What follows belongs to an exercise in optimizing a design on an open flow for small area, a short achievable clock period and few clock cycles; a production flow would make more cautious choices.
Where RTL was checked, it was by simulation tests only, not by an equivalence proof against the original.
For run 2, only the layout was checked, not whether the RTL still works.
Power figures rest on the tool's default switching activity, not on a simulated workload.

==> design.v <==
package gcsm_pkg;
  localparam int COORD_W = 6;
  localparam int VALUE_W = 32;
  localparam int CFG_IDX_W = 3;
  localparam int KIND_W = 4;
  localparam int MARK_W = 2;
  localparam logic [KIND_W-1:0] KIND_CIRCLE   = 4'd0;
  localparam logic [KIND_W-1:0] KIND_HALF_N   = 4'd1;
  localparam logic [KIND_W-1:0] KIND_HALF_S   = 4'd2;
  localparam logic [KIND_W-1:0] KIND_HALF_E   = 4'd3;
  localparam logic [KIND_W-1:0] KIND_HALF_W   = 4'd4;
  localparam logic [KIND_W-1:0] KIND_RECT     = 4'd5;
  localparam logic [KIND_W-1:0] KIND_TRIANGLE = 4'd6;
  localparam logic [KIND_W-1:0] KIND_ELLIPSE  = 4'd7;
  localparam logic [KIND_W-1:0] KIND_INACCESS = 4'd8;
  localparam logic [COORD_W-1:0] GRID_LAST_RESET = 6'd50;
endpackage
import gcsm_pkg::*;
module grid_cell_shape_membership_core
(
  input  logic                 clk,
  input  logic                 rst,
  input  logic                 cfg_valid,
  output logic                 cfg_ready,
  input  logic [gcsm_pkg::CFG_IDX_W-1:0] cfg_index,
  input  logic [gcsm_pkg::VALUE_W-1:0]   cfg_data,
  input  logic                 in_valid,
  output logic                 in_ready,
  input  logic [gcsm_pkg::COORD_W-1:0]   cell_x,
  input  logic [gcsm_pkg::COORD_W-1:0]   cell_y,
  output logic                 out_valid,
  input  logic                 out_ready,
  output logic [gcsm_pkg::COORD_W-1:0]   out_x,
  output logic [gcsm_pkg::COORD_W-1:0]   out_y,
  output logic [gcsm_pkg::MARK_W-1:0]    mark,
  output logic signed [gcsm_pkg::VALUE_W-1:0] write_value,
  output logic                 shape_fits
);
  function automatic logic le6(input logic [5:0] a, input logic [5:0] b);
    logic r;
    r = 1'b1;
    for (int i = 0; i < 6; i++) r = (!a[i] && b[i]) || ((!a[i] || b[i]) && r);
    le6 = r;
  endfunction
  function automatic logic lt6(input logic [5:0] a, input logic [5:0] b);
    logic r;
    r = 1'b0;
    for (int i = 0; i < 6; i++) r = (!a[i] && b[i]) || ((!a[i] || b[i]) && r);
    lt6 = r;
  endfunction
  function automatic logic le7(input logic [6:0] a, input logic [6:0] b);
    logic r;
    r = 1'b1;
    for (int i = 0; i < 7; i++) r = (!a[i] && b[i]) || ((!a[i] || b[i]) && r);
    le7 = r;
  endfunction
  function automatic logic le13(input logic [12:0] a, input logic [12:0] b);
    logic r;
    r = 1'b1;
    for (int i = 0; i < 13; i++) r = (!a[i] && b[i]) || ((!a[i] || b[i]) && r);
    le13 = r;
  endfunction
  function automatic logic [6:0] radd6(input logic [5:0] a, input logic [5:0] b,
                                       input logic ci);
    logic c;
    c = ci;
    for (int i = 0; i < 6; i++) begin
      radd6[i] = a[i] ^ b[i] ^ c;
      c = (a[i] & b[i]) | (a[i] & c) | (b[i] & c);
    end
    radd6[6] = c;
  endfunction
  logic [KIND_W-1:0]         shape_kind;
  logic [COORD_W-1:0]        reg_a, reg_b, reg_c, reg_d;
  logic [COORD_W-1:0]        grid_x_last, grid_y_last;
  logic [VALUE_W-1:0]        fill_value;
  logic                      fill_ok;
  logic [VALUE_W-1:0]        wdata;
  logic [COORD_W-1:0]        wgrid;
  logic [7:0]                wen;
  assign cfg_ready = 1'b1;
  always_comb begin
    wdata = rst ? '0 : cfg_data;
    wgrid = rst ? GRID_LAST_RESET : cfg_data[COORD_W-1:0];
    for (int i = 0; i < 8; i++) wen[i] = rst || (cfg_valid && cfg_index == 3'(i));
  end
  always_ff @(posedge clk) begin
    if (wen[0]) shape_kind  <= wdata[KIND_W-1:0];
    if (wen[1]) reg_a       <= wdata[COORD_W-1:0];
    if (wen[2]) reg_b       <= wdata[COORD_W-1:0];
    if (wen[3]) reg_c       <= wdata[COORD_W-1:0];
    if (wen[4]) reg_d       <= wdata[COORD_W-1:0];
    if (wen[5]) grid_x_last <= wgrid;
    if (wen[6]) grid_y_last <= wgrid;
    if (cfg_valid && cfg_index == 3'd7) fill_value <= cfg_data;
    fill_ok <= !rst && (fill_ok || (cfg_valid && cfg_index == 3'd7));
  end
  logic is_circ, is_n, is_s, is_e, is_w, is_rect, is_tri, is_ell, is_inacc, is_rt;
  logic shape_ok, fx1, fx2, fy1, fy2, frt;
  logic [COORD_W:0]   a_plus_cx, b_plus_ry, a_plus_b;
  logic [COORD_W-1:0] ry, cxn, cyn, k1n, k2n, xlo, xhi, ylo, yhi;
  logic               a_lt_b, c_lt_d;
  always_comb begin
    is_n     = shape_kind == KIND_HALF_N;
    is_s     = shape_kind == KIND_HALF_S;
    is_e     = shape_kind == KIND_HALF_E;
    is_w     = shape_kind == KIND_HALF_W;
    is_inacc = shape_kind == KIND_INACCESS;
    is_circ  = (shape_kind[3] == 1'b0 && shape_kind[2:0] <= 3'd4) || is_inacc;
    is_rect  = shape_kind == KIND_RECT;
    is_tri   = shape_kind == KIND_TRIANGLE;
    is_ell   = shape_kind == KIND_ELLIPSE;
    is_rt    = is_rect || is_tri;
    ry        = is_ell ? reg_d : reg_c;
    a_plus_cx = radd6(reg_a, (is_w ? 6'd0 : reg_c), 1'b0);
    b_plus_ry = radd6(reg_b, (is_s ? 6'd0 : ry), 1'b0);
    fx1 = is_e || le6(reg_c, reg_a);
    fx2 = le7(a_plus_cx, {1'b0, grid_x_last});
    fy1 = is_n || le6(ry, reg_b);
    fy2 = le7(b_plus_ry, {1'b0, grid_y_last});
    frt = le6(reg_a, grid_x_last) && le6(reg_b, grid_x_last) &&
          le6(reg_c, grid_y_last) && le6(reg_d, grid_y_last);
    a_lt_b = lt6(reg_a, reg_b);
    c_lt_d = lt6(reg_c, reg_d);
    xlo    = a_lt_b ? reg_a : reg_b;
    xhi    = a_lt_b ? reg_b : reg_a;
    ylo    = c_lt_d ? reg_c : reg_d;
    yhi    = c_lt_d ? reg_d : reg_c;
    a_plus_b = radd6(reg_a, reg_b, 1'b0);
    cxn = is_rt ? a_plus_b[COORD_W:1] : reg_a;
    cyn = is_rt ? reg_d : reg_b;
    k1n = is_ell ? reg_d : is_tri ? yhi - ylo : 6'd1;
    k2n = is_ell ? reg_c : is_tri ? xhi - xlo : 6'd1;
    if (is_ell)      shape_ok = (reg_c != '0) && (reg_d != '0);
    else if (is_tri) shape_ok = (reg_a != reg_b) && (reg_c != reg_d);
    else             shape_ok = is_circ || is_rect;
  end
  logic       fx1_q, fx2_q, fy1_q, fy2_q, frt_q, fits_q;
  logic [5:0] k1, k2, cx, cy;
  always_ff @(posedge clk) begin
    fx1_q  <= fx1;
    fx2_q  <= fx2;
    fy1_q  <= fy1;
    fy2_q  <= fy2;
    frt_q  <= frt;
    fits_q <= (is_circ || is_ell) ? (fx1_q && fx2_q && fy1_q && fy2_q) :
              is_rt ? frt_q : 1'b1;
    k1     <= k1n;
    k2     <= k2n;
    cx     <= cxn;
    cy     <= cyn;
  end
  logic blocked, leave, again, fire, geo_q, head_q;
  logic v1, v2, v3, h1, h2, h3;
  logic [COORD_W-1:0] x3, y3;
  assign blocked  = out_valid && !out_ready;
  assign leave    = v3 && !blocked && (!head_q || h3);
  assign again    = v3 && !leave;
  assign in_ready = !geo_q && !head_q && !again;
  assign fire     = in_valid && in_ready;
  always_ff @(posedge clk) begin
    geo_q <= rst || (cfg_valid && cfg_index != 3'd7);
    if (rst) begin
      v1        <= 1'b0;
      v2        <= 1'b0;
      v3        <= 1'b0;
      h1        <= 1'b0;
      h2        <= 1'b0;
      h3        <= 1'b0;
      head_q    <= 1'b0;
      out_valid <= 1'b0;
    end else begin
      v1        <= fire || again;
      v2        <= v1;
      v3        <= v2;
      h1        <= again && (!head_q || h3);
      h2        <= h1;
      h3        <= h2;
      head_q    <= head_q ? !(leave && h3) : again;
      if (!blocked) out_valid <= leave;
    end
  end
  logic [COORD_W-1:0] xin, yin;
  logic [COORD_W:0]   dxs, dys;
  logic [COORD_W-1:0] dxm, dym;
  logic               load;
  always_comb begin
    xin  = again ? x3 : cell_x;
    yin  = again ? y3 : cell_y;
    load = fire || again;
    dxs  = {1'b0, xin} - {1'b0, cx};
    dys  = {1'b0, yin} - {1'b0, cy};
    dxm  = dxs[COORD_W] ? -dxs[COORD_W-1:0] : dxs[COORD_W-1:0];
    dym  = dys[COORD_W] ? -dys[COORD_W-1:0] : dys[COORD_W-1:0];
  end
  logic [COORD_W-1:0] x1, y1, ux, uy;
  logic               sx, sy, zx, zy;
  assign zx = ux == '0;
  assign zy = uy == '0;
  always_ff @(posedge clk) begin
    x1 <= xin;
    y1 <= yin;
    ux <= load ? dxm : reg_c;
    uy <= load ? dym : '0;
    sx <= load && dxs[COORD_W];
    sy <= load && dys[COORD_W];
  end
  logic half_ok, span_x, span_y, gate;
  logic [11:0] m1, m2;
  always_comb begin
    half_ok = !((is_n && sy) || (is_s && !sy && !zy) ||
                (is_e && sx) || (is_w && !sx && !zx));
    span_x  = le6(xlo, x1) && le6(x1, xhi);
    span_y  = le6(ylo, y1) && le6(y1, yhi);
    gate = shape_ok && (is_circ ? half_ok : (is_rt ? (span_x && span_y) : 1'b1));
  end
  gcsm_mulk u_m1 (.k(k1), .u(ux), .p(m1));
  gcsm_mulk u_m2 (.k(k2), .u(uy), .p(m2));
  logic [COORD_W-1:0] x2, y2;
  logic [11:0]        m1q, m2q;
  logic               gate2, thr2;
  always_ff @(posedge clk) begin
    begin
      x2    <= x1;
      y2    <= y1;
      m1q   <= m1;
      m2q   <= m2;
      gate2 <= gate;
      thr2  <= !v1;
    end
  end
  logic [20:0] rowa, rowb;
  logic        is_ce, pass;
  gcsm_sqrows u_sq (.a(m1q[9:0]), .b(m2q[9:0]), .r0(rowa), .r1(rowb));
  always_comb begin
    is_ce = is_circ || is_ell;
    pass  = fits_q && gate2 &&
            (is_tri ? le13({m1q, 1'b0}, {1'b0, m2q}) : 1'b1) &&
            !(is_ce && (m1q[11:10] != 2'd0 || m2q[11:10] != 2'd0));
  end
  logic [20:0]        rowa_q, rowb_q;
  logic               pass3, thr3;
  always_ff @(posedge clk) begin
    begin
      x3     <= x2;
      y3     <= y2;
      rowa_q <= rowa;
      rowb_q <= rowb;
      pass3  <= pass;
      thr3   <= thr2;
    end
  end
  logic [19:0] thr;
  logic [21:0] csa_s, csa_c, sdiff, thr_n;
  logic        sub_e, hit;
  always_comb begin
    thr_n = thr3 ? 22'h3fffff : {2'b11, ~thr};
    sub_e = thr3 || !is_ell;
    for (int i = 0; i < 22; i++) begin
      logic p, q;
      p = (i < 21) ? rowa_q[i] : 1'b0;
      q = (i < 21) ? rowb_q[i] : 1'b0;
      csa_s[i] = p ^ q ^ thr_n[i];
      csa_c[i] = (p & q) | (p & thr_n[i]) | (q & thr_n[i]);
    end
    sdiff = csa_s + {csa_c[20:0], sub_e};
    hit   = pass3 && (!is_ce || sdiff[21]);
  end
  always_ff @(posedge clk) begin
    if (thr3) thr <= sdiff[19:0];
  end
  logic hit_q;
  always_ff @(posedge clk) begin
    if (!blocked) begin
      out_x <= x3;
      out_y <= y3;
      hit_q <= hit;
    end
  end
  assign mark        = {hit_q && is_inacc, hit_q && !is_inacc};
  assign write_value = (hit_q && fill_ok) ? fill_value : '0;
  assign shape_fits  = fits_q;
endmodule
module gcsm_mulk (input logic [5:0] k, input logic [5:0] u,
                  output logic [11:0] p);
  wire mk_t1 = (k[0] & u[4]) ^ (k[1] & u[3]);
  wire mk_t2 = (k[0] & u[4]) & (k[1] & u[3]);
  wire mk_t3 = (k[0] & u[5]) ^ (k[1] & u[4]) ^ (k[2] & u[3]);
  wire mk_t4 = ((k[0] & u[5]) & (k[1] & u[4])) | ((k[2] & u[3]) & ((k[0] & u[5]) ^ (k[1] & u[4])));
  wire mk_t5 = (k[3] & u[2]) ^ (k[4] & u[1]);
  wire mk_t6 = (k[3] & u[2]) & (k[4] & u[1]);
  wire mk_t7 = (k[1] & u[5]) ^ (k[2] & u[4]) ^ (k[3] & u[3]);
  wire mk_t8 = ((k[1] & u[5]) & (k[2] & u[4])) | ((k[3] & u[3]) & ((k[1] & u[5]) ^ (k[2] & u[4])));
  wire mk_t9 = (k[4] & u[2]) ^ (k[5] & u[1]);
  wire mk_t10 = (k[4] & u[2]) & (k[5] & u[1]);
  wire mk_t11 = (k[2] & u[5]) ^ (k[3] & u[4]) ^ (k[4] & u[3]);
  wire mk_t12 = ((k[2] & u[5]) & (k[3] & u[4])) | ((k[4] & u[3]) & ((k[2] & u[5]) ^ (k[3] & u[4])));
  wire mk_t13 = (k[0] & u[3]) ^ (k[1] & u[2]);
  wire mk_t14 = (k[0] & u[3]) & (k[1] & u[2]);
  wire mk_t15 = (k[2] & u[2]) ^ (k[3] & u[1]) ^ (k[4] & u[0]);
  wire mk_t16 = ((k[2] & u[2]) & (k[3] & u[1])) | ((k[4] & u[0]) & ((k[2] & u[2]) ^ (k[3] & u[1])));
  wire mk_t17 = (k[5] & u[0]) ^ mk_t2 ^ mk_t3;
  wire mk_t18 = ((k[5] & u[0]) & mk_t2) | (mk_t3 & ((k[5] & u[0]) ^ mk_t2));
  wire mk_t19 = mk_t4 ^ mk_t6 ^ mk_t7;
  wire mk_t20 = (mk_t4 & mk_t6) | (mk_t7 & (mk_t4 ^ mk_t6));
  wire mk_t21 = (k[5] & u[2]) ^ mk_t8 ^ mk_t10;
  wire mk_t22 = ((k[5] & u[2]) & mk_t8) | (mk_t10 & ((k[5] & u[2]) ^ mk_t8));
  wire mk_t23 = (k[3] & u[5]) ^ (k[4] & u[4]) ^ (k[5] & u[3]);
  wire mk_t24 = ((k[3] & u[5]) & (k[4] & u[4])) | ((k[5] & u[3]) & ((k[3] & u[5]) ^ (k[4] & u[4])));
  wire mk_t25 = (k[0] & u[2]) ^ (k[1] & u[1]);
  wire mk_t26 = (k[0] & u[2]) & (k[1] & u[1]);
  wire mk_t27 = (k[2] & u[1]) ^ (k[3] & u[0]) ^ mk_t13;
  wire mk_t28 = ((k[2] & u[1]) & (k[3] & u[0])) | (mk_t13 & ((k[2] & u[1]) ^ (k[3] & u[0])));
  wire mk_t29 = mk_t1 ^ mk_t14 ^ mk_t15;
  wire mk_t30 = (mk_t1 & mk_t14) | (mk_t15 & (mk_t1 ^ mk_t14));
  wire mk_t31 = mk_t5 ^ mk_t16 ^ mk_t17;
  wire mk_t32 = (mk_t5 & mk_t16) | (mk_t17 & (mk_t5 ^ mk_t16));
  wire mk_t33 = mk_t9 ^ mk_t18 ^ mk_t19;
  wire mk_t34 = (mk_t9 & mk_t18) | (mk_t19 & (mk_t9 ^ mk_t18));
  wire mk_t35 = mk_t11 ^ mk_t20 ^ mk_t21;
  wire mk_t36 = (mk_t11 & mk_t20) | (mk_t21 & (mk_t11 ^ mk_t20));
  wire mk_t37 = mk_t12 ^ mk_t22 ^ mk_t23;
  wire mk_t38 = (mk_t12 & mk_t22) | (mk_t23 & (mk_t12 ^ mk_t22));
  wire mk_t39 = (k[4] & u[5]) ^ (k[5] & u[4]) ^ mk_t24;
  wire mk_t40 = ((k[4] & u[5]) & (k[5] & u[4])) | (mk_t24 & ((k[4] & u[5]) ^ (k[5] & u[4])));
  assign p = {1'b0, (k[5] & u[5]), mk_t38, mk_t36, mk_t34, mk_t32, mk_t30, mk_t28, mk_t26, (k[2] & u[0]), (k[0] & u[1]), (k[0] & u[0])} + {1'b0, mk_t40, mk_t39, mk_t37, mk_t35, mk_t33, mk_t31, mk_t29, mk_t27, mk_t25, (k[1] & u[0]), 1'b0};
endmodule
module gcsm_sqrows (input logic [9:0] a, input logic [9:0] b,
                    output logic [20:0] r0, output logic [20:0] r1);
  wire sq_t1 = (a[0] & a[8]) ^ (a[1] & a[7]);
  wire sq_t2 = (a[0] & a[8]) & (a[1] & a[7]);
  wire sq_t3 = (a[0] & a[9]) ^ (a[1] & a[8]) ^ (a[2] & a[7]);
  wire sq_t4 = ((a[0] & a[9]) & (a[1] & a[8])) | ((a[2] & a[7]) & ((a[0] & a[9]) ^ (a[1] & a[8])));
  wire sq_t5 = (a[1] & a[9]) ^ (a[2] & a[8]) ^ (a[3] & a[7]);
  wire sq_t6 = ((a[1] & a[9]) & (a[2] & a[8])) | ((a[3] & a[7]) & ((a[1] & a[9]) ^ (a[2] & a[8])));
  wire sq_t7 = (a[0] & a[6]) ^ (a[1] & a[5]) ^ (a[2] & a[4]);
  wire sq_t8 = ((a[0] & a[6]) & (a[1] & a[5])) | ((a[2] & a[4]) & ((a[0] & a[6]) ^ (a[1] & a[5])));
  wire sq_t9 = (a[0] & a[7]) ^ (a[1] & a[6]) ^ (a[2] & a[5]);
  wire sq_t10 = ((a[0] & a[7]) & (a[1] & a[6])) | ((a[2] & a[5]) & ((a[0] & a[7]) ^ (a[1] & a[6])));
  wire sq_t11 = (a[4] & ~a[3]) ^ (b[0] & b[7]);
  wire sq_t12 = (a[4] & ~a[3]) & (b[0] & b[7]);
  wire sq_t13 = (a[2] & a[6]) ^ (a[3] & a[5]) ^ (a[3] & a[4]);
  wire sq_t14 = ((a[2] & a[6]) & (a[3] & a[5])) | ((a[3] & a[4]) & ((a[2] & a[6]) ^ (a[3] & a[5])));
  wire sq_t15 = (b[0] & b[8]) ^ (b[1] & b[7]) ^ (b[2] & b[6]);
  wire sq_t16 = ((b[0] & b[8]) & (b[1] & b[7])) | ((b[2] & b[6]) & ((b[0] & b[8]) ^ (b[1] & b[7])));
  wire sq_t17 = (b[3] & b[5]) ^ (b[3] & b[4]);
  wire sq_t18 = (b[3] & b[5]) & (b[3] & b[4]);
  wire sq_t19 = (a[3] & a[6]) ^ (a[5] & ~a[4]) ^ (b[0] & b[9]);
  wire sq_t20 = ((a[3] & a[6]) & (a[5] & ~a[4])) | ((b[0] & b[9]) & ((a[3] & a[6]) ^ (a[5] & ~a[4])));
  wire sq_t21 = (b[1] & b[8]) ^ (b[2] & b[7]) ^ (b[3] & b[6]);
  wire sq_t22 = ((b[1] & b[8]) & (b[2] & b[7])) | ((b[3] & b[6]) & ((b[1] & b[8]) ^ (b[2] & b[7])));
  wire sq_t23 = (b[5] & ~b[4]) ^ sq_t2 ^ sq_t3;
  wire sq_t24 = ((b[5] & ~b[4]) & sq_t2) | (sq_t3 & ((b[5] & ~b[4]) ^ sq_t2));
  wire sq_t25 = (a[4] & a[6]) ^ (a[4] & a[5]) ^ (b[1] & b[9]);
  wire sq_t26 = ((a[4] & a[6]) & (a[4] & a[5])) | ((b[1] & b[9]) & ((a[4] & a[6]) ^ (a[4] & a[5])));
  wire sq_t27 = (b[2] & b[8]) ^ (b[3] & b[7]) ^ (b[4] & b[6]);
  wire sq_t28 = ((b[2] & b[8]) & (b[3] & b[7])) | ((b[4] & b[6]) & ((b[2] & b[8]) ^ (b[3] & b[7])));
  wire sq_t29 = (b[4] & b[5]) ^ sq_t4 ^ sq_t5;
  wire sq_t30 = ((b[4] & b[5]) & sq_t4) | (sq_t5 & ((b[4] & b[5]) ^ sq_t4));
  wire sq_t31 = (a[2] & a[9]) ^ (a[3] & a[8]) ^ (a[4] & a[7]);
  wire sq_t32 = ((a[2] & a[9]) & (a[3] & a[8])) | ((a[4] & a[7]) & ((a[2] & a[9]) ^ (a[3] & a[8])));
  wire sq_t33 = (a[6] & ~a[5]) ^ (b[2] & b[9]) ^ (b[3] & b[8]);
  wire sq_t34 = ((a[6] & ~a[5]) & (b[2] & b[9])) | ((b[3] & b[8]) & ((a[6] & ~a[5]) ^ (b[2] & b[9])));
  wire sq_t35 = (b[4] & b[7]) ^ (b[6] & ~b[5]) ^ sq_t6;
  wire sq_t36 = ((b[4] & b[7]) & (b[6] & ~b[5])) | (sq_t6 & ((b[4] & b[7]) ^ (b[6] & ~b[5])));
  wire sq_t37 = (a[3] & a[9]) ^ (a[4] & a[8]) ^ (a[5] & a[7]);
  wire sq_t38 = ((a[3] & a[9]) & (a[4] & a[8])) | ((a[5] & a[7]) & ((a[3] & a[9]) ^ (a[4] & a[8])));
  wire sq_t39 = (a[5] & a[6]) ^ (b[3] & b[9]) ^ (b[4] & b[8]);
  wire sq_t40 = ((a[5] & a[6]) & (b[3] & b[9])) | ((b[4] & b[8]) & ((a[5] & a[6]) ^ (b[3] & b[9])));
  wire sq_t41 = (b[5] & b[7]) ^ (b[5] & b[6]);
  wire sq_t42 = (b[5] & b[7]) & (b[5] & b[6]);
  wire sq_t43 = (a[4] & a[9]) ^ (a[5] & a[8]) ^ (a[7] & ~a[6]);
  wire sq_t44 = ((a[4] & a[9]) & (a[5] & a[8])) | ((a[7] & ~a[6]) & ((a[4] & a[9]) ^ (a[5] & a[8])));
  wire sq_t45 = (b[4] & b[9]) ^ (b[5] & b[8]);
  wire sq_t46 = (b[4] & b[9]) & (b[5] & b[8]);
  wire sq_t47 = (a[5] & a[9]) ^ (a[6] & a[8]) ^ (a[6] & a[7]);
  wire sq_t48 = ((a[5] & a[9]) & (a[6] & a[8])) | ((a[6] & a[7]) & ((a[5] & a[9]) ^ (a[6] & a[8])));
  wire sq_t49 = (a[0] & a[4]) ^ (a[1] & a[3]) ^ (a[1] & a[2]);
  wire sq_t50 = ((a[0] & a[4]) & (a[1] & a[3])) | ((a[1] & a[2]) & ((a[0] & a[4]) ^ (a[1] & a[3])));
  wire sq_t51 = (a[0] & a[5]) ^ (a[1] & a[4]) ^ (a[3] & ~a[2]);
  wire sq_t52 = ((a[0] & a[5]) & (a[1] & a[4])) | ((a[3] & ~a[2]) & ((a[0] & a[5]) ^ (a[1] & a[4])));
  wire sq_t53 = (b[0] & b[5]) ^ (b[1] & b[4]);
  wire sq_t54 = (b[0] & b[5]) & (b[1] & b[4]);
  wire sq_t55 = (a[2] & a[3]) ^ (b[0] & b[6]) ^ (b[1] & b[5]);
  wire sq_t56 = ((a[2] & a[3]) & (b[0] & b[6])) | ((b[1] & b[5]) & ((a[2] & a[3]) ^ (b[0] & b[6])));
  wire sq_t57 = (b[2] & b[4]) ^ (b[2] & b[3]) ^ sq_t7;
  wire sq_t58 = ((b[2] & b[4]) & (b[2] & b[3])) | (sq_t7 & ((b[2] & b[4]) ^ (b[2] & b[3])));
  wire sq_t59 = (b[1] & b[6]) ^ (b[2] & b[5]) ^ (b[4] & ~b[3]);
  wire sq_t60 = ((b[1] & b[6]) & (b[2] & b[5])) | ((b[4] & ~b[3]) & ((b[1] & b[6]) ^ (b[2] & b[5])));
  wire sq_t61 = sq_t8 ^ sq_t9 ^ sq_t11;
  wire sq_t62 = (sq_t8 & sq_t9) | (sq_t11 & (sq_t8 ^ sq_t9));
  wire sq_t63 = sq_t1 ^ sq_t10 ^ sq_t12;
  wire sq_t64 = (sq_t1 & sq_t10) | (sq_t12 & (sq_t1 ^ sq_t10));
  wire sq_t65 = sq_t13 ^ sq_t15 ^ sq_t17;
  wire sq_t66 = (sq_t13 & sq_t15) | (sq_t17 & (sq_t13 ^ sq_t15));
  wire sq_t67 = sq_t14 ^ sq_t16 ^ sq_t18;
  wire sq_t68 = (sq_t14 & sq_t16) | (sq_t18 & (sq_t14 ^ sq_t16));
  wire sq_t69 = sq_t19 ^ sq_t21 ^ sq_t23;
  wire sq_t70 = (sq_t19 & sq_t21) | (sq_t23 & (sq_t19 ^ sq_t21));
  wire sq_t71 = sq_t20 ^ sq_t22 ^ sq_t24;
  wire sq_t72 = (sq_t20 & sq_t22) | (sq_t24 & (sq_t20 ^ sq_t22));
  wire sq_t73 = sq_t25 ^ sq_t27 ^ sq_t29;
  wire sq_t74 = (sq_t25 & sq_t27) | (sq_t29 & (sq_t25 ^ sq_t27));
  wire sq_t75 = sq_t26 ^ sq_t28 ^ sq_t30;
  wire sq_t76 = (sq_t26 & sq_t28) | (sq_t30 & (sq_t26 ^ sq_t28));
  wire sq_t77 = sq_t31 ^ sq_t33 ^ sq_t35;
  wire sq_t78 = (sq_t31 & sq_t33) | (sq_t35 & (sq_t31 ^ sq_t33));
  wire sq_t79 = sq_t32 ^ sq_t34 ^ sq_t36;
  wire sq_t80 = (sq_t32 & sq_t34) | (sq_t36 & (sq_t32 ^ sq_t34));
  wire sq_t81 = sq_t37 ^ sq_t39 ^ sq_t41;
  wire sq_t82 = (sq_t37 & sq_t39) | (sq_t41 & (sq_t37 ^ sq_t39));
  wire sq_t83 = (b[7] & ~b[6]) ^ sq_t38 ^ sq_t40;
  wire sq_t84 = ((b[7] & ~b[6]) & sq_t38) | (sq_t40 & ((b[7] & ~b[6]) ^ sq_t38));
  wire sq_t85 = sq_t42 ^ sq_t43 ^ sq_t45;
  wire sq_t86 = (sq_t42 & sq_t43) | (sq_t45 & (sq_t42 ^ sq_t43));
  wire sq_t87 = (b[5] & b[9]) ^ (b[6] & b[8]) ^ (b[6] & b[7]);
  wire sq_t88 = ((b[5] & b[9]) & (b[6] & b[8])) | ((b[6] & b[7]) & ((b[5] & b[9]) ^ (b[6] & b[8])));
  wire sq_t89 = sq_t44 ^ sq_t46 ^ sq_t47;
  wire sq_t90 = (sq_t44 & sq_t46) | (sq_t47 & (sq_t44 ^ sq_t46));
  wire sq_t91 = (a[6] & a[9]) ^ (a[8] & ~a[7]) ^ (b[6] & b[9]);
  wire sq_t92 = ((a[6] & a[9]) & (a[8] & ~a[7])) | ((b[6] & b[9]) & ((a[6] & a[9]) ^ (a[8] & ~a[7])));
  wire sq_t93 = (b[8] & ~b[7]) ^ sq_t48;
  wire sq_t94 = (b[8] & ~b[7]) & sq_t48;
  wire sq_t95 = (a[7] & a[9]) ^ (a[7] & a[8]) ^ (b[7] & b[9]);
  wire sq_t96 = ((a[7] & a[9]) & (a[7] & a[8])) | ((b[7] & b[9]) & ((a[7] & a[9]) ^ (a[7] & a[8])));
  wire sq_t97 = (a[0] & a[2]) ^ (a[0] & a[1]);
  wire sq_t98 = (a[0] & a[2]) & (a[0] & a[1]);
  wire sq_t99 = (a[0] & a[3]) ^ (a[2] & ~a[1]) ^ (b[0] & b[3]);
  wire sq_t100 = ((a[0] & a[3]) & (a[2] & ~a[1])) | ((b[0] & b[3]) & ((a[0] & a[3]) ^ (a[2] & ~a[1])));
  wire sq_t101 = (b[0] & b[4]) ^ (b[1] & b[3]) ^ (b[1] & b[2]);
  wire sq_t102 = ((b[0] & b[4]) & (b[1] & b[3])) | ((b[1] & b[2]) & ((b[0] & b[4]) ^ (b[1] & b[3])));
  wire sq_t103 = (b[3] & ~b[2]) ^ sq_t50 ^ sq_t51;
  wire sq_t104 = ((b[3] & ~b[2]) & sq_t50) | (sq_t51 & ((b[3] & ~b[2]) ^ sq_t50));
  wire sq_t105 = sq_t52 ^ sq_t54 ^ sq_t55;
  wire sq_t106 = (sq_t52 & sq_t54) | (sq_t55 & (sq_t52 ^ sq_t54));
  wire sq_t107 = sq_t56 ^ sq_t58 ^ sq_t59;
  wire sq_t108 = (sq_t56 & sq_t58) | (sq_t59 & (sq_t56 ^ sq_t58));
  wire sq_t109 = sq_t60 ^ sq_t62 ^ sq_t63;
  wire sq_t110 = (sq_t60 & sq_t62) | (sq_t63 & (sq_t60 ^ sq_t62));
  wire sq_t111 = sq_t64 ^ sq_t66 ^ sq_t67;
  wire sq_t112 = (sq_t64 & sq_t66) | (sq_t67 & (sq_t64 ^ sq_t66));
  wire sq_t113 = sq_t68 ^ sq_t70 ^ sq_t71;
  wire sq_t114 = (sq_t68 & sq_t70) | (sq_t71 & (sq_t68 ^ sq_t70));
  wire sq_t115 = sq_t72 ^ sq_t74 ^ sq_t75;
  wire sq_t116 = (sq_t72 & sq_t74) | (sq_t75 & (sq_t72 ^ sq_t74));
  wire sq_t117 = sq_t76 ^ sq_t78 ^ sq_t79;
  wire sq_t118 = (sq_t76 & sq_t78) | (sq_t79 & (sq_t76 ^ sq_t78));
  wire sq_t119 = sq_t80 ^ sq_t82 ^ sq_t83;
  wire sq_t120 = (sq_t80 & sq_t82) | (sq_t83 & (sq_t80 ^ sq_t82));
  wire sq_t121 = sq_t84 ^ sq_t86 ^ sq_t87;
  wire sq_t122 = (sq_t84 & sq_t86) | (sq_t87 & (sq_t84 ^ sq_t86));
  wire sq_t123 = sq_t88 ^ sq_t90 ^ sq_t91;
  wire sq_t124 = (sq_t88 & sq_t90) | (sq_t91 & (sq_t88 ^ sq_t90));
  wire sq_t125 = (b[7] & b[8]) ^ sq_t92 ^ sq_t94;
  wire sq_t126 = ((b[7] & b[8]) & sq_t92) | (sq_t94 & ((b[7] & b[8]) ^ sq_t92));
  wire sq_t127 = (a[9] & ~a[8]) ^ (b[9] & ~b[8]);
  wire sq_t128 = (a[9] & ~a[8]) & (b[9] & ~b[8]);
  wire sq_t129 = (b[0] & b[2]) ^ (b[0] & b[1]);
  wire sq_t130 = (b[0] & b[2]) & (b[0] & b[1]);
  wire sq_t131 = (b[2] & ~b[1]) ^ sq_t98 ^ sq_t99;
  wire sq_t132 = ((b[2] & ~b[1]) & sq_t98) | (sq_t99 & ((b[2] & ~b[1]) ^ sq_t98));
  wire sq_t133 = sq_t49 ^ sq_t100 ^ sq_t101;
  wire sq_t134 = (sq_t49 & sq_t100) | (sq_t101 & (sq_t49 ^ sq_t100));
  wire sq_t135 = sq_t53 ^ sq_t102 ^ sq_t103;
  wire sq_t136 = (sq_t53 & sq_t102) | (sq_t103 & (sq_t53 ^ sq_t102));
  wire sq_t137 = sq_t57 ^ sq_t104 ^ sq_t105;
  wire sq_t138 = (sq_t57 & sq_t104) | (sq_t105 & (sq_t57 ^ sq_t104));
  wire sq_t139 = sq_t61 ^ sq_t106 ^ sq_t107;
  wire sq_t140 = (sq_t61 & sq_t106) | (sq_t107 & (sq_t61 ^ sq_t106));
  wire sq_t141 = sq_t65 ^ sq_t108 ^ sq_t109;
  wire sq_t142 = (sq_t65 & sq_t108) | (sq_t109 & (sq_t65 ^ sq_t108));
  wire sq_t143 = sq_t69 ^ sq_t110 ^ sq_t111;
  wire sq_t144 = (sq_t69 & sq_t110) | (sq_t111 & (sq_t69 ^ sq_t110));
  wire sq_t145 = sq_t73 ^ sq_t112 ^ sq_t113;
  wire sq_t146 = (sq_t73 & sq_t112) | (sq_t113 & (sq_t73 ^ sq_t112));
  wire sq_t147 = sq_t77 ^ sq_t114 ^ sq_t115;
  wire sq_t148 = (sq_t77 & sq_t114) | (sq_t115 & (sq_t77 ^ sq_t114));
  wire sq_t149 = sq_t81 ^ sq_t116 ^ sq_t117;
  wire sq_t150 = (sq_t81 & sq_t116) | (sq_t117 & (sq_t81 ^ sq_t116));
  wire sq_t151 = sq_t85 ^ sq_t118 ^ sq_t119;
  wire sq_t152 = (sq_t85 & sq_t118) | (sq_t119 & (sq_t85 ^ sq_t118));
  wire sq_t153 = sq_t89 ^ sq_t120 ^ sq_t121;
  wire sq_t154 = (sq_t89 & sq_t120) | (sq_t121 & (sq_t89 ^ sq_t120));
  wire sq_t155 = sq_t93 ^ sq_t122 ^ sq_t123;
  wire sq_t156 = (sq_t93 & sq_t122) | (sq_t123 & (sq_t93 ^ sq_t122));
  wire sq_t157 = sq_t95 ^ sq_t124 ^ sq_t125;
  wire sq_t158 = (sq_t95 & sq_t124) | (sq_t125 & (sq_t95 ^ sq_t124));
  wire sq_t159 = sq_t96 ^ sq_t126 ^ sq_t127;
  wire sq_t160 = (sq_t96 & sq_t126) | (sq_t127 & (sq_t96 ^ sq_t126));
  wire sq_t161 = (a[8] & a[9]) ^ (b[8] & b[9]) ^ sq_t128;
  wire sq_t162 = ((a[8] & a[9]) & (b[8] & b[9])) | (sq_t128 & ((a[8] & a[9]) ^ (b[8] & b[9])));
  assign r0 = {sq_t162, sq_t160, sq_t158, sq_t156, sq_t154, sq_t152, sq_t150, sq_t148, sq_t146, sq_t144, sq_t142, sq_t140, sq_t138, sq_t136, sq_t134, sq_t132, sq_t130, sq_t97, (a[1] & ~a[0]), 1'b0, a[0]};
  assign r1 = {1'b0, sq_t161, sq_t159, sq_t157, sq_t155, sq_t153, sq_t151, sq_t149, sq_t147, sq_t145, sq_t143, sq_t141, sq_t139, sq_t137, sq_t135, sq_t133, sq_t131, sq_t129, (b[1] & ~b[0]), 1'b0, b[0]};
endmodule
==> run.sh <==
#!/bin/bash
# synth_recipe.tcl (not shown) runs the flow's synth.tcl, then flattens the netlist and writes it again
# the make line also repeats each setting of config.mk as NAME=value (left out here)
make -C /OpenROAD-flow-scripts/flow DESIGN_CONFIG=/design/flow/config.mk WORK_HOME=/design/flow/orfs CLKGATE_MAP_FILE= SYNTH_SCRIPT=/design/flow/synth_recipe.tcl finish
==> config.mk <==
export PLATFORM = sky130hd
export DESIGN_NAME = grid_cell_shape_membership_core
export DESIGN_NICKNAME = grid_cell_shape_membership_core
export VERILOG_FILES = /design/flow/design.v
export SDC_FILE = /design/flow/constraint.sdc
export NUM_CORES = 4
export LEC_CHECK = 0
export CAP_MARGIN = 20
export CORE_MARGIN = 2
export CORE_UTILIZATION = 40
export SETUP_SLACK_MARGIN = 3.7
export SLEW_MARGIN = 20
==> constraint.sdc <==
create_clock -name core_clock -period 7.0 [get_ports {clk}]
set_input_delay 1.4000 -clock core_clock [delete_from_list [all_inputs] [get_ports {clk}]]
set_output_delay 1.4000 -clock core_clock [all_outputs]
set_load 0.01 [all_outputs]
==> results of run 1 <==
-- per-stage QoR --
| stage | power (mW) | instance area [um^2] | hold slack [ns] |
|---|---|---|---|
| 2_1_floorplan | 3.670 | 16870 | 0.3089 |
| 3_3_place_gp | 4.172 | 18340 | 0.3109 |
| 3_5_place_dp | 4.210 | 18340 | 0.3121 |
| 4_1_cts | 6.018 | 20080 | 0.3237 |
| 5_1_grt | 6.543 | 20560 | 0.3244 |
| 6_report | 6.101 | 20560 | 0.3240 |
-- synth_stat cells, types with 3 or more instances --
cell | count | area share
nand2b_1 | 22 | 0.0082
xor2_1 | 18 | 0.0094
a41o_1 | 3 | 0.0018
buf_6 | 3 | 0.0020
fa_1 | 140 | 0.17
o221ai_1 | 5 | 0.0026
a21boi_0 | 6 | 0.0027
inv_1 | 256 | 0.057
or2_2 | 8 | 0.0030
or4_1 | 6 | 0.0027
nor2_1 | 70 | 0.016
a22oi_1 | 3 | 0.0013
a31o_2 | 4 | 0.0021
ha_1 | 105 | 0.078
xnor2_1 | 38 | 0.020
nor3_1 | 15 | 0.0045
edfxtp_1 | 105 | 0.19
nand2_1 | 109 | 0.024
nand4_1 | 6 | 0.0022
a31oi_1 | 9 | 0.0034
and2_1 | 131 | 0.049
and3_1 | 33 | 0.012
o21bai_1 | 19 | 0.0085
mux2i_1 | 19 | 0.011
buf_4 | 3 | 0.0013
nand3_1 | 7 | 0.0021
maj3_2 | 4 | 0.0027
o31ai_1 | 4 | 0.0018
mux2_2 | 11 | 0.0074
a21o_1 | 19 | 0.0085
clkbuf_1 | 33 | 0.0074
nor2b_1 | 61 | 0.023
maj3_1 | 31 | 0.019
o21ai_0 | 49 | 0.015
a21oi_1 | 69 | 0.021
o22ai_1 | 13 | 0.0049
dfxtp_1 | 157 | 0.19
-- metal layers --
layer  vias up  GRT usage  part of all wire
met1      5893     0.2617              0.45
met3        85    0.03111             0.058
met2       343     0.3054              0.45
met4         2    0.06059             0.033
met5         -          0           0.00032
li1       5709          -                 -
-- worst max path at each step --
| stage | start | end | slack (ns) | cells past startpoint |
|---|---|---|---|---|
| floorplan | out_ready | uy[5] | 3.19 | 16 |
| global placement | out_ready | uy[5] | 2.27 | 15 |
| detailed placement | out_ready | uy[5] | 2.21 | 15 |
| CTS | shape_kind[0] | fy2_q | 3.55 | 13 |
| global route | out_ready | uy[5] | 3.46 | 12 |
| finish | out_ready | in_ready | 3.52 | 6 |
-- where the power goes --
part	total, mW	internal, mW	switching (mW)
Clock	1.52	0.855	0.664
Sequential	2.10	1.90	0.204
Combinational	2.48	1.14	1.34
Total	6.10	3.89	2.21
-- sequential cells by signal, summed over array words and instances (netlist names), 12 cells and up --
name        flops
fill_value     32
rowb_q         19
thr            20
m2q            12
m1q            12
rowa_q         20
-- cells by family after synthesis --
kind of cell | Yosys count | share of synthesized area
other | 1 | 0.0002238
adder cells (fa/ha/maj) | 280 | 0.2669
flip-flops | 262 | 0.3757
AO/OA/AOI/OAI | 229 | 0.08684
XOR/XNOR | 56 | 0.02927
multiplexers | 30 | 0.01874
buffers and inverters | 300 | 0.06936
AND/OR/NAND/NOR | 482 | 0.1530
-- final cells by class --
cell class,instances,area (um^2),share of cell area
multi-input cells,1079,9816,0.4773
flip-flops and latches,262,6339,0.3082
repair buffers,183,1792,0.08713
inverters,259,979.7,0.04764
clock buffers,36,793.3,0.03857
well taps,532,665.6,0.03237
clock inverters,20,180.2,0.008761
-- what timing repair did --
item | 4_1_cts | 5_1_grt
endpoints found under the setup margin | 70 | 64
pin swaps | 39 | 39
resized for setup | 114 | 65
buffers inserted | 47 | 34
gates cloned | 1 | 0
-- cell usage in the layout (no fill, tap or decap), types with 18 or more instances in the layout --
cell / count
a21o_1: 19
nor2_1: 67
nand2_1: 107
nand2b_1: 21
a21oi_1: 50
ha_1: 96
and3_1: 33
o21ai_0: 38
dfxtp_1: 137
nor2b_1: 57
fa_1: 133
maj3_1: 25
xor2_1: 18
a21oi_2: 18
xnor2_1: 35
buf_4: 66
clkdlybuf4s50_1: 78
and2_1: 129
clkbuf_16: 30
inv_1: 249
edfxtp_1: 105
==> summary.txt, run 1 <==
CP top delay family buffers and inverters; number of max-cap violations 0; number of H-tree levels 1; die height 208.7 um; Worst Setup Slack, final 3.522 ns; Clock Sinks between 200 and 300; global-route wire length before repair 66040 um; Worst path slowest cell buf_12; hold worst-path end x3[4]; pre-CTS setup slack 2.207 ns; nets in the synthesized netlist 1937; Clk pin slew, worst setup/hold paths 0.06 ns; layout cells sized above 1 0.1539; EDFF count, synth 105; Worst Hold Class flop to flop; cell mode on critical path buf_6; Die Area 0.04355 mm^2; P_leak just over 9 nW; DRC 0; Chip Width roughly 210 um; worst hold stages 0; max incr delay on CP 0.14 ns; Fillers 3750; initial antenna violation count 1; crit path max fanout 2; Fmax 287.5 MHz; # setup viols final 0; largest net degree at the start of global routing 34; slew margin rel. 0.4391; Initial Util 0.4076; ANT nets after route 0; async set-reset flop share out of synthesis 0; worst slew pin tran 0.8354 ns; reg-to-reg endpoint fy2_q; worst setup path category input port to primary output; Final Util 0.5002; Hold Buf Count CTS 0; fin crit period 3.478 ns; flop2flop setup slack 3.57 ns; register area share after synthesis 0.3757; Max Root-Sink Buffers 3; Tot GR Track Use 0.1897; cells after synthesis 1640; Buf/Inv on CP 3; status timing/DRC/antenna clean; hold path start x2[4]; CTS buffer count 30; Row Count 74; Yosys reg bits 262; DR iter-0 viols 778; cell area after synthesis approximately 0.017 mm^2; Hold Vio Cnt, Final 0; RSZ-0062 raised after global routing yes; CTS tree built; Finished Layout Cells 2371; worst r2r path cells 12; clock root cell clkbuf_16; placed instance count about 2200; TNS Setup 0 ns; Worst EP arrival 2.08 ns; drt via density 5.075; total congestion overflow 0; FF-to-FF Start shape_kind[3]; Worst Clk Skew between 0.02 and 0.03 ns; Req. time, crit path 5.60 ns; VDD IR max 0.1963 mV; ANT cells 0; Pwr per Cell Area 296.7 mW/mm^2; Core Area about 0.04 mm^2; Skew-Pair Late Insertion Delay 0.60 ns; Final nets ~2100; vias 12032; post-synth cell types 70; RD Place Congestion 0.9227; yosys warns 1; Setup crit end kind primary output; Buffers on Ports 100; Max Slew Vio Count 0; # IOs 102; Layout area overhead 22.72%; element type at the critical path start input port; Pre-Repair DR Iteration Count 5; final wirelength between 40000 and 50000 um; Syn Area/Cell 10.22 um^2; drt wl/cell 17.10 um; vias in the first global route about 13000; worst-path cell chain buf_6 -> nor2b_4 -> o21ai_4 -> buf_12 -> and2_4 -> buf_6; Detailed Place HPWL 29220 um; Primary FF master, synth dfxtp_1; final cycle utilization of the critical path 0.4969
Testbench counts, summed over its fixed seeds: cycles 14,784.
==> inputs of run 2 (changes only) <==
--- a/design.v
+++ b/design.v
@@ -71,4 +71,15 @@
     radd6[6] = c;
   endfunction
+  function automatic logic fit_hi(input logic [5:0] p, input logic [5:0] q,
+                                  input logic [5:0] g);
+    logic [7:0] u, v, w, cs, cc, t;
+    u  = {2'b00, g};
+    v  = ~{2'b00, p};
+    w  = ~{2'b00, q};
+    cs = u ^ v ^ w;
+    cc = ((u & v) | (u & w) | (v & w)) << 1;
+    t  = cs + cc + 8'd2;
+    fit_hi = !t[7];
+  endfunction
   logic [KIND_W-1:0]         shape_kind;
   logic [COORD_W-1:0]        reg_a, reg_b, reg_c, reg_d;
@@ -98,5 +109,6 @@
   logic is_circ, is_n, is_s, is_e, is_w, is_rect, is_tri, is_ell, is_inacc, is_rt;
   logic shape_ok, fx1, fx2, fy1, fy2, frt;
-  logic [COORD_W:0]   a_plus_cx, b_plus_ry, a_plus_b;
+  logic [COORD_W:0]   a_plus_b;
+  logic [COORD_W-1:0] rx, ryy;
   logic [COORD_W-1:0] ry, cxn, cyn, k1n, k2n, xlo, xhi, ylo, yhi;
   logic               a_lt_b, c_lt_d;
@@ -113,10 +125,10 @@
     is_rt    = is_rect || is_tri;
     ry        = is_ell ? reg_d : reg_c;
-    a_plus_cx = radd6(reg_a, (is_w ? 6'd0 : reg_c), 1'b0);
-    b_plus_ry = radd6(reg_b, (is_s ? 6'd0 : ry), 1'b0);
+    rx  = is_w ? 6'd0 : reg_c;
+    ryy = is_s ? 6'd0 : ry;
     fx1 = is_e || le6(reg_c, reg_a);
-    fx2 = le7(a_plus_cx, {1'b0, grid_x_last});
+    fx2 = fit_hi(reg_a, rx, grid_x_last);
     fy1 = is_n || le6(ry, reg_b);
-    fy2 = le7(b_plus_ry, {1'b0, grid_y_last});
+    fy2 = fit_hi(reg_b, ryy, grid_y_last);
     frt = le6(reg_a, grid_x_last) && le6(reg_b, grid_x_last) &&
           le6(reg_c, grid_y_last) && le6(reg_d, grid_y_last);
@@ -157,5 +169,5 @@
   assign leave    = v3 && !blocked && (!head_q || h3);
   assign again    = v3 && !leave;
-  assign in_ready = !geo_q && !head_q && !again;
+  assign in_ready = !geo_q && !head_q && !(v3 && blocked);
   assign fire     = in_valid && in_ready;
   always_ff @(posedge clk) begin
==> run 2 against run 1 <==
  * Critical path type is now flop to flop
  * Largest cell class unchanged
  * Highest routed layer is now met4
  * Critical endpoint is now hit_q
  * Still clean
  * Sequential cell count stayed put
  * Combinational power is 2% higher
  * Design area rose by 2.0%
==> summary.txt, run 2 <==
number of H-tree levels 1; Setup crit end kind flop; Req. time, crit path 7.35 ns; Primary FF master, synth dfxtp_1; EDFF count, synth 105; CTS tree built; Row Count 76; status timing/DRC/antenna clean; P_leak about 9.6 nW; vias in the first global route between 10000 and 15000; worst setup path category flop to flop; RD Place Congestion roughly 0.94; number of max-cap violations 0; Die Area 0.04475 mm^2; drt wl/cell 17.04 um; Comb power frac 0.412; cells after synthesis 1705; Clk pin slew, worst setup/hold paths roughly 0.060 ns; async set-reset flop share out of synthesis 0; vias 12385; Initial Util 0.4026; initial antenna violation count 0; most common cell after layout, fill and taps aside inv_1; top-area cell type share of the netlist area 0.1830; Yosys reg bits around 260; largest net degree at the start of global routing 34; crit path max fanout 3; RSZ-0062 raised after global routing yes; synth cell count leaders inv_1, dfxtp_1, fa_1, ha_1, and2_1; Synth area leaders edfxtp_1, dfxtp_1, fa_1; Detailed Place HPWL 30550 um; met3 usage 0.02670; CTS buffer count 30; DRC 0; Clock power frac 0.246; Layout area overhead 21.78%; Buffers on Ports 100; worst slew pin tran 1.057 ns; TNS Setup 0 ns; clock root cell clkbuf_16; Syn Area/Cell 10.10 um^2; drt via density approximately 5.0; Synth area leader edfxtp_1; DR iter-0 viols 715; Worst Clk Skew 0.03646 ns; ANT cells 0; VDD IR max 0.2038 mV; total congestion overflow 0; ANT nets after route 0; layout cells sized above 1 0.1414; # setup viols final 0; nets in the synthesized netlist 2026; worst hold slack 0.3241 ns; count leader, synth inv_1; Sequential Power Share 0.342; Hold Vio Cnt, Final 0; net switching fraction of the power 0.3585; met2 GRT Util 0.3409; Worst EP arrival ~3.7 ns; Fmax 296.6 MHz; global-route wire length before repair between 60000 and 70000 um; Tot GR Track Use 0.1883; Hold Buf Count CTS 0; die height about 210 um; Switch Pwr 2.194 mW; Pwr per Cell Area 291.6 mW/mm^2; max reg flops 32; Skew-Pair Late Insertion Delay 0.60 ns; GR peak layer met2; most frequent cells in the layout inv_1, fa_1, dfxtp_1, and2_1, ha_1; fin crit period 3.371 ns; Max Slew Vio Count 0; # IOs between 100 and 150; final wirelength 41830 um; yosys warns 1; final cycle utilization of the critical path 0.4816; element type at the critical path start flop; Final Util 0.4903; Worst Hold Class flop to flop; cell area after synthesis 0.01723 mm^2; Clock Sinks about 260; P_int 3.925 mW; post-synth cell types 71; most flop-heavy register fill_value; register area share after synthesis 0.3654; total power 6.118 mW; slew margin rel. 0.2931; Max Root-Sink Buffers 3; Final nets 2206; Chip Width 211.5 um; Core Area 0.04279 mm^2; Regs by FF count fill_value: 32 flops, rowa_q: 20 flops, thr: 20 flops; flop2flop setup slack 3.63 ns; Pre-Repair DR Iteration Count 7; met1 track demand over resource 0.2293
==> run 2: cell types whose count changed after synthesis, sizes merged, moves of 9 or more <==
cell   previous run  this run
mux2i            19         8
nand2           109        99
nor2             70        79
nor3             15        25
ha              105       129
nand3             7        19
o21a              2        14
o31ai             4        14
inv             257       274
==> run 2: repair_timing <==
| item | CTS | global route |
|---|---|---|
| gates resized for setup | 89 | 72 |
| endpoints found under the setup margin | 70 | 50 |
| gates cloned | 1 | 1 |
| setup buffers | 41 | 44 |
| pin swaps | 12 | 43 |
==> run 2: area by class of cell <==
class | instances | area, um^2
sequential | 262 | 6345
clock inverter | 14 | 108.9
clock buffer | 42 | 847.1
fill | 3890 | 21810
multi-input combinational | 1125 | 10160
tap | 546 | 683.2
timing repair buffer | 189 | 1778
inverter | 277 | 1057
==> run 2: path summary, 6_finish.rpt <==
kind                            endpoint           from  cells past startpoint
worst max register to register     hit_q  shape_kind[3]                     13
worst min register to register      thr3           thr2                      0
worst max-delay path               hit_q  shape_kind[3]                     13
worst min-delay path                thr3           thr2                      0
==> run 2: per-layer routing <==
| metal | share of wire | routed length, um |
|---|---|---|
| met2 | 0.51 | 21470 |
| met5 | 0 | 0 |
| met4 | 0.032 | 1341 |
| met1 | 0.42 | 17410 |
| met3 | 0.039 | 1614 |
==> run 2: power groups by stage <==
stage	Sequential (mW)	Combinational (mW)	Clock, mW
after global placement	2.16	2.07	0
after floorplan	2.01	1.73	0
after detailed placement	2.16	2.15	0
final	2.09	2.52	1.51
after CTS	2.10	2.37	1.55
after global routing	2.12	2.86	1.61
==> run 2: cells by family after synthesis <==
group	Yosys count	share of synthesized area
AND/OR/NAND/NOR	504	0.1559
adder cells (fa/ha/maj)	297	0.2730
other	1	0.0002177
flip-flops	262	0.3654
AO/OA/AOI/OAI	258	0.1006
XOR/XNOR	44	0.02237
buffers and inverters	319	0.07001
multiplexers	20	0.01249
==> run 2: through the flow <==
step / setup WS (ns) / instance area (um^2) / instances
3_5_place_dp: 2.008 / 18850 / 2312
5_1_grt: 3.456 / 20980 / 2455
3_3_place_gp: 2.145 / 18850 / 2312
2_1_floorplan: 3.160 / 17340 / 1705
6_report: 3.629 / 20980 / 2455
4_1_cts: 3.650 / 20410 / 2410
==> run 2: worst max-delay path, stage by stage (launching register included) <==
cell,delay [ns]
edfxtp_1,0.42
buf_4,0.17
and4b_4,0.38
nand2b_4,0.07
ha_2,0.18
buf_4,0.13
a21oi_1,0.23
o21ai_2,0.14
a22o_2,0.29
a21oi_4,0.21
a21oi_1,0.13
a211oi_2,0.32
nor4bb_1,0.10
a311oi_1,0.36

-- re-timing with driven ports --
The flow's constraints put no driver on any port. The routed layouts listed below were extracted and timed again, unchanged, in two steps. Step 1: set_driving_cell puts a clkbuf_16 on clk and a buf_2 on each other input, an assumption about the parent block. Step 2 also shifts input and output timing later by t, the mid clock arrival at the registers, as if the neighbouring blocks saw the same clock. Slacks: ideal ports / drivers / drivers and shift; pairs: ideal ports / drivers.
run | shift t [ns] | slack for setup (ns) | worst register clock-pin slew, ns
run 1 | 0.636 | 3.522 / 3.488 / 2.978 | 0.06 / 0.06
run 2 | 0.637 | 3.629 / 3.618 / 3.060 | 0.07 / 0.07
After both steps every run listed still meets setup and hold. The setup slack of run 2, which loses most, moves by -0.011 ns with the drivers and by -0.569 ns with both steps.
